This design comes from an exercise in tuning for small area and a short achievable clock period on the open sky130 flow, not from production work.
Where RTL was checked, it was by simulation tests only, not by an equivalence proof against the original.
Power and IR drop assume default switching activity.

## jram
module jram
#(
  parameter int WIDTH = jram_pkg::JRAM_WIDTH,
  parameter int ABITS = jram_pkg::JRAM_ABITS
) (
  input  logic             wclk,
  input  logic             wrst_n,
  input  logic [WIDTH-1:0] bis,
  input  logic             wsa,
  input  logic             winc,
  input  logic             ws,
  input  logic             we,
  output logic [WIDTH-1:0] bos,
  output logic [ABITS-1:0] bmar,
  output logic             wbusy
);
  localparam int DEPTH = jram_pkg::jram_depth(ABITS);
  logic [ABITS-1:0] mar;
  logic             busy;
  jmar #(
    .ABITS(ABITS)
  ) u_jmar (
    .clk_i (wclk),
    .rst_ni(wrst_n),
    .hold_i(busy),
    .ld_i  (wsa),
    .inc_i (winc),
    .d_i   (bis[ABITS-1:0]),
    .mar_o (mar)
  );
  logic [ABITS:0] cnt_q;
  always_ff @(posedge wclk) begin
    if (!wrst_n) begin
      cnt_q <= '0;
    end else if (!cnt_q[ABITS]) begin
      cnt_q <= cnt_q + 1'b1;
    end
  end
  assign busy = ~cnt_q[ABITS];
  logic wr_go;
  logic ld_go;
  logic inc_go;
  assign wr_go  = ws & ~busy;
  assign ld_go  = wsa & ~busy;
  assign inc_go = winc & ~busy;
  ...
Settings: LEC_CHECK=0, CAP_MARGIN=20, CORE_MARGIN=2, CORE_UTILIZATION=60, SETUP_SLACK_MARGIN=2.7, SLEW_MARGIN=20, SYNTH_HIERARCHICAL=1, TNS_END_PERCENT=5; clock period 5.5 ns.
run.sh (not shown) runs the stock make flow with config.mk's settings and CLKGATE_MAP_FILE= SYNTH_SCRIPT=/design/flow/synth_recipe.tcl, a recipe that flattens the netlist after the stock synthesis.
Change:
TNS_END_PERCENT = not set   (was 5)
Global-route usage came out higher by 0.96 points.
Design area went up by 5.2%.
Wire length increases by 4.3%.
Setup slack improves by 120 ps.
Cell count increases by 2.3%.
Register-to-register slack improved by 130 ps.
Critical path depth rose by 1.
Worst hold slack hardly moves.
Die area is unchanged.
Clock skew stays flat.
Combinational power goes up by 5.4%.
No functional check of the RTL was part of any run of this note.

Setup of run 1:
The RTL this note starts from:
==> flow/design.v <==
package jram_pkg;
  typedef enum logic {
    SEQ_IDLE,
    SEQ_CLEAR
  } seq_e;
  localparam int JRAM_WIDTH = 8;
  localparam int JRAM_ABITS = 8;
  function automatic int jram_depth(input int abits);
    jram_depth = 1 << abits;
  endfunction
endpackage
module jmar
#(
  parameter int ABITS = jram_pkg::JRAM_ABITS
) (
  input  logic             clk_i,
  input  logic             rst_ni,
  input  logic             hold_i,
  input  logic             ld_i,
  input  logic             inc_i,
  input  logic [ABITS-1:0] d_i,
  output logic [ABITS-1:0] mar_o
);
  logic [ABITS-1:0] mar_q;
  logic [ABITS-1:0] mar_d;
  always_comb begin
    mar_d = mar_q;
    if (!hold_i) begin
      if (ld_i) begin
        mar_d = d_i;
      end else if (inc_i) begin
        mar_d = mar_q + 1'b1;
      end
    end
  end
  always_ff @(posedge clk_i) begin
    if (!rst_ni) begin
      mar_q <= '0;
    end else begin
      mar_q <= mar_d;
    end
  end
  assign mar_o = mar_q;
endmodule
module jword
#(
  parameter int WIDTH = jram_pkg::JRAM_WIDTH
) (
  input  logic             clk_i,
  input  logic             ld_i,
  input  logic             hd_i,
  input  logic [WIDTH-1:0] d_i,
  output logic [WIDTH-1:0] q_o
);
  logic [WIDTH-1:0] q;
  always_ff @(posedge clk_i) begin
    q <= (q & {WIDTH{hd_i}}) | (d_i & {WIDTH{ld_i}});
  end
  assign q_o = q;
endmodule
module jrsel8 (
  input  logic [7:0] s_i,
  input  logic [7:0] w_i,
  output logic       y_o
);
  assign y_o = |(s_i & w_i);
endmodule
module jrgrp (
  input  logic a_i,
  input  logic b_i,
  input  logic s_i,
  output logic y_no
);
  assign y_no = ~((a_i | b_i) & s_i);
endmodule
module jrhalf (
  input  logic [7:0] a_ni,
  input  logic       kill_i,
  output logic       y_o
);
  assign y_o = ~(&a_ni) & ~kill_i;
endmodule
module jnor2 (
  input  logic a_i,
  input  logic b_i,
  output logic y_o
);
  assign y_o = ~(a_i | b_i);
endmodule
module jram
#(
  parameter int WIDTH = jram_pkg::JRAM_WIDTH,
  parameter int ABITS = jram_pkg::JRAM_ABITS
) (
  input  logic             wclk,
  input  logic             wrst_n,
  input  logic [WIDTH-1:0] bis,
  input  logic             wsa,
  input  logic             winc,
  input  logic             ws,
  input  logic             we,
  output logic [WIDTH-1:0] bos,
  output logic [ABITS-1:0] bmar,
  output logic             wbusy
);
  localparam int DEPTH = jram_pkg::jram_depth(ABITS);
  logic [ABITS-1:0] mar;
  logic             busy;
  jmar #(
    .ABITS(ABITS)
  ) u_jmar (
    .clk_i (wclk),
    .rst_ni(wrst_n),
    .hold_i(busy),
    .ld_i  (wsa),
    .inc_i (winc),
    .d_i   (bis[ABITS-1:0]),
    .mar_o (mar)
  );
  logic [ABITS:0] cnt_q;
  always_ff @(posedge wclk) begin
    if (!wrst_n) begin
      cnt_q <= '0;
    end else if (!cnt_q[ABITS]) begin
      cnt_q <= cnt_q + 1'b1;
    end
  end
  assign busy = ~cnt_q[ABITS];
  logic wr_go;
  logic ld_go;
  logic inc_go;
  assign wr_go  = ws & ~busy;
  assign ld_go  = wsa & ~busy;
  assign inc_go = winc & ~busy;
  logic [15:0] wh_n;
  logic [15:0] wl_n;
  logic        rst_b;
  logic [WIDTH-1:0] wdat;
  assign rst_b = ~wrst_n;
  always_comb begin
    for (int j = 0; j < 16; j++) begin
      wh_n[j] = ~(wr_go & ~rst_b & (mar[7:4] == 4'(j)));
      wl_n[j] = ~(mar[3:0] == 4'(j));
    end
  end
  assign wdat = bis;
  logic [DEPTH*WIDTH-1:0] mem;
  logic [DEPTH-1:0]       wld;
  logic [DEPTH-1:0]       whd;
  for (genvar i = 0; i < DEPTH; i++) begin : g_w
    jnor2 u_ld (.a_i(wh_n[i/16]), .b_i(wl_n[i%16]), .y_o(wld[i]));
    jnor2 u_hd (.a_i(wld[i]),     .b_i(rst_b),      .y_o(whd[i]));
    jword #(
      .WIDTH(WIDTH)
    ) u_word (
      .clk_i(wclk),
      .ld_i (wld[i]),
      .hd_i (whd[i]),
      .d_i  (wdat),
      .q_o  (mem[i*WIDTH +: WIDTH])
    );
  end
  logic [ABITS-1:0] mar_nx;
  logic [ABITS-1:0] mar_nx_inc;
  logic [15:0]      ih_q;
  logic [15:0]      il_q;
  logic             use_rd;
  always_comb begin
    if (!wrst_n) begin
      mar_nx = '0;
    end else if (ld_go) begin
      mar_nx = bis[ABITS-1:0];
    end else if (inc_go) begin
      mar_nx = mar + 1'b1;
    end else begin
      mar_nx = mar;
    end
  end
  assign mar_nx_inc = mar_nx + 1'b1;
  always_ff @(posedge wclk) begin
    for (int j = 0; j < 16; j++) begin
      ih_q[j] <= (mar_nx_inc[7:4] == 4'(j));
      il_q[j] <= (mar_nx_inc[3:0] == 4'(j));
    end
  end
  assign use_rd = ld_go | inc_go;
  logic [15:0] rl;
  logic [15:0] rh;
  always_comb begin
    for (int j = 0; j < 16; j++) begin
      rh[j] = use_rd & (wsa ? (bis[7:4] == 4'(j)) : ih_q[j]);
      rl[j] = wsa ? (bis[3:0] == 4'(j)) : il_q[j];
    end
  end
  logic [DEPTH/8*WIDTH-1:0]  t8;
  logic [DEPTH/16*WIDTH-1:0] tg_n;
  for (genvar g = 0; g < DEPTH/8; g++) begin : g_t8
    for (genvar b = 0; b < WIDTH; b++) begin : g_b
      logic [7:0] w;
      for (genvar k = 0; k < 8; k++) begin : g_k
        assign w[k] = mem[(8*g+k)*WIDTH + b];
      end
      jrsel8 u_t8 (
        .s_i(rl[8*(g%2) +: 8]),
        .w_i(w),
        .y_o(t8[g*WIDTH + b])
      );
    end
  end
  for (genvar j = 0; j < DEPTH/16; j++) begin : g_tg
    for (genvar b = 0; b < WIDTH; b++) begin : g_b
      jrgrp u_tg (
        .a_i  (t8[(2*j)*WIDTH + b]),
        .b_i  (t8[(2*j+1)*WIDTH + b]),
        .s_i  (rh[j]),
        .y_no (tg_n[j*WIDTH + b])
      );
    end
  end
  logic [WIDTH-1:0] rlo_q;
  logic [WIDTH-1:0] rhi_q;
  logic [WIDTH-1:0] alt_q;
  logic [WIDTH-1:0] rlo_d;
  logic [WIDTH-1:0] rhi_d;
  logic [WIDTH-1:0] alt_d;
  logic [WIDTH-1:0] cur;
  logic             fwd;
  logic             kill;
  assign cur   = rlo_q | rhi_q | alt_q;
  assign fwd   = ld_go & wr_go & (bis[ABITS-1:0] == mar);
  assign kill  = fwd | rst_b;
  assign alt_d = rst_b  ? '0 :
                 fwd    ? bis :
                 use_rd ? '0 :
                 wr_go  ? bis : cur;
  for (genvar b = 0; b < WIDTH; b++) begin : g_fin
    logic [DEPTH/32-1:0] wl;
    logic [DEPTH/32-1:0] wh;
    for (genvar j = 0; j < DEPTH/32; j++) begin : g_j
      assign wl[j] = tg_n[j*WIDTH + b];
      assign wh[j] = tg_n[(j+DEPTH/32)*WIDTH + b];
    end
    jrhalf u_lo (.a_ni(wl), .kill_i(kill), .y_o(rlo_d[b]));
    jrhalf u_hi (.a_ni(wh), .kill_i(kill), .y_o(rhi_d[b]));
  end
  always_ff @(posedge wclk) begin
    rlo_q <= rlo_d;
    rhi_q <= rhi_d;
    alt_q <= alt_d;
  end
  assign bos   = cur & {WIDTH{we & ~busy}};
  assign bmar  = mar;
  assign wbusy = busy;
endmodule
clock: 5.5 ns
lec_check: 0
cap_margin: 20
core_margin: 2
core_utilization: 60
cts_cluster_diameter: 80
cts_cluster_size: 28
place_density: 0.85
setup_slack_margin: 2.7
slew_margin: 20
synth_hierarchical: 1
tns_end_percent: 5
Run 1: flow completed, timing, DRC and antenna clean
Modified inputs, run 2 compared to run 1
- SETUP_SLACK_MARGIN: 2.7 -> 3.2
- PLACE_DENSITY: 0.85 -> unset
Findings:
Delay of the slowest cell on the worst path for run 2: 0.05 ns down relative to run 1. Re full die area: no difference whatsoever between run 2 and run 1. Number of buffers inserted by post-CTS setup repair: run 2 vs run 1 up about 60%.
Edits applied to the flow inputs when going from run 2 to run 3:
- SETUP_SLACK_MARGIN changed from 3.2 to 2.7
Notes after the runs:
The worst reg2reg path depth reported for run 3 is greater than that of run 2 by 1.
Diff run 2 -> run 3: first-pass GRT wire length fell about 4%; number of gates resized after cts -187.
Summary — number of logic stages on the critical path including buffering, run 3 relative to run 2: lower, by 2.
Of run 2 and run 3, run 2 shows the higher met1 routed wirelength after detailed routing, with run 3 below it.
Largest fanout of any net on the critical path came out lower on run 3 than on run 2.
Wire: run 3 routes less than run 2
#### Input delta (run 4 over run 3)
- changing TNS_END_PERCENT from 5 to 0
- changing SETUP_SLACK_MARGIN from 2.7 to 3.2
Re clock latency on the worst-skew pair: run 3 and run 4 aren't equal, and the higher value belongs to run 4.
Number of global-route vias before repair, run 3 and run 4: larger value in run 4
On hold slack, run 4 tracks run 3 almost exactly.
Power in the clock group: run 3 vs run 4, no meaningful difference
The total standard cell area after synthesis of run 4 and that of run 3 are within noise of each other.
Sequential cell area share was lower in the run labelled run 4.
Taking run 3 as the reference, in run 4 post-synthesis share of cell area spent on xor and xnor gates closely matched the old numbers; initial detailed-routing violation count decreased by 56 relative to the old numbers.

==> separate check: timing with driven ports <==
The results above use ideal ports. As a check the final layouts listed here were re-extracted and re-timed, cells and wires unchanged.
Step 1 (the two cells are an assumption about what drives the block):
set clk [get_ports {wclk}]
set_driving_cell -lib_cell sky130_fd_sc_hd__clkbuf_16 $clk
set_driving_cell -lib_cell sky130_fd_sc_hd__buf_2 [delete_from_list [all_inputs] $clk]
Step 2 also shifts input and output timing later by t, the mid clock arrival at the registers, as if the neighbouring blocks saw the same clock.
Three values: ideal, step 1, step 2; two values: the first two.
run	shift t [ns]	slack for setup (ns)	slew at the worst register clock pin (ns)
the first run of note 1	0.908	2.420 / 2.274 / 1.366	0.07 / 0.07
the second run of note 1	0.901	2.540 / 2.351 / 1.450	0.07 / 0.07
run 1	0.837	2.349 / 2.045 / 1.208	0.11 / 0.11
run 2	0.829	2.730 / 2.350 / 1.521	0.11 / 0.11
run 3	0.821	2.524 / 2.373 / 1.552	0.11 / 0.11
run 4	0.840	2.263 / 2.258 / 1.418	0.11 / 0.11
After both steps setup and hold are still met in every run listed. For run 2, which loses most, drivers alone change the setup slack by -0.380 ns; drivers and shift together by -1.209 ns.
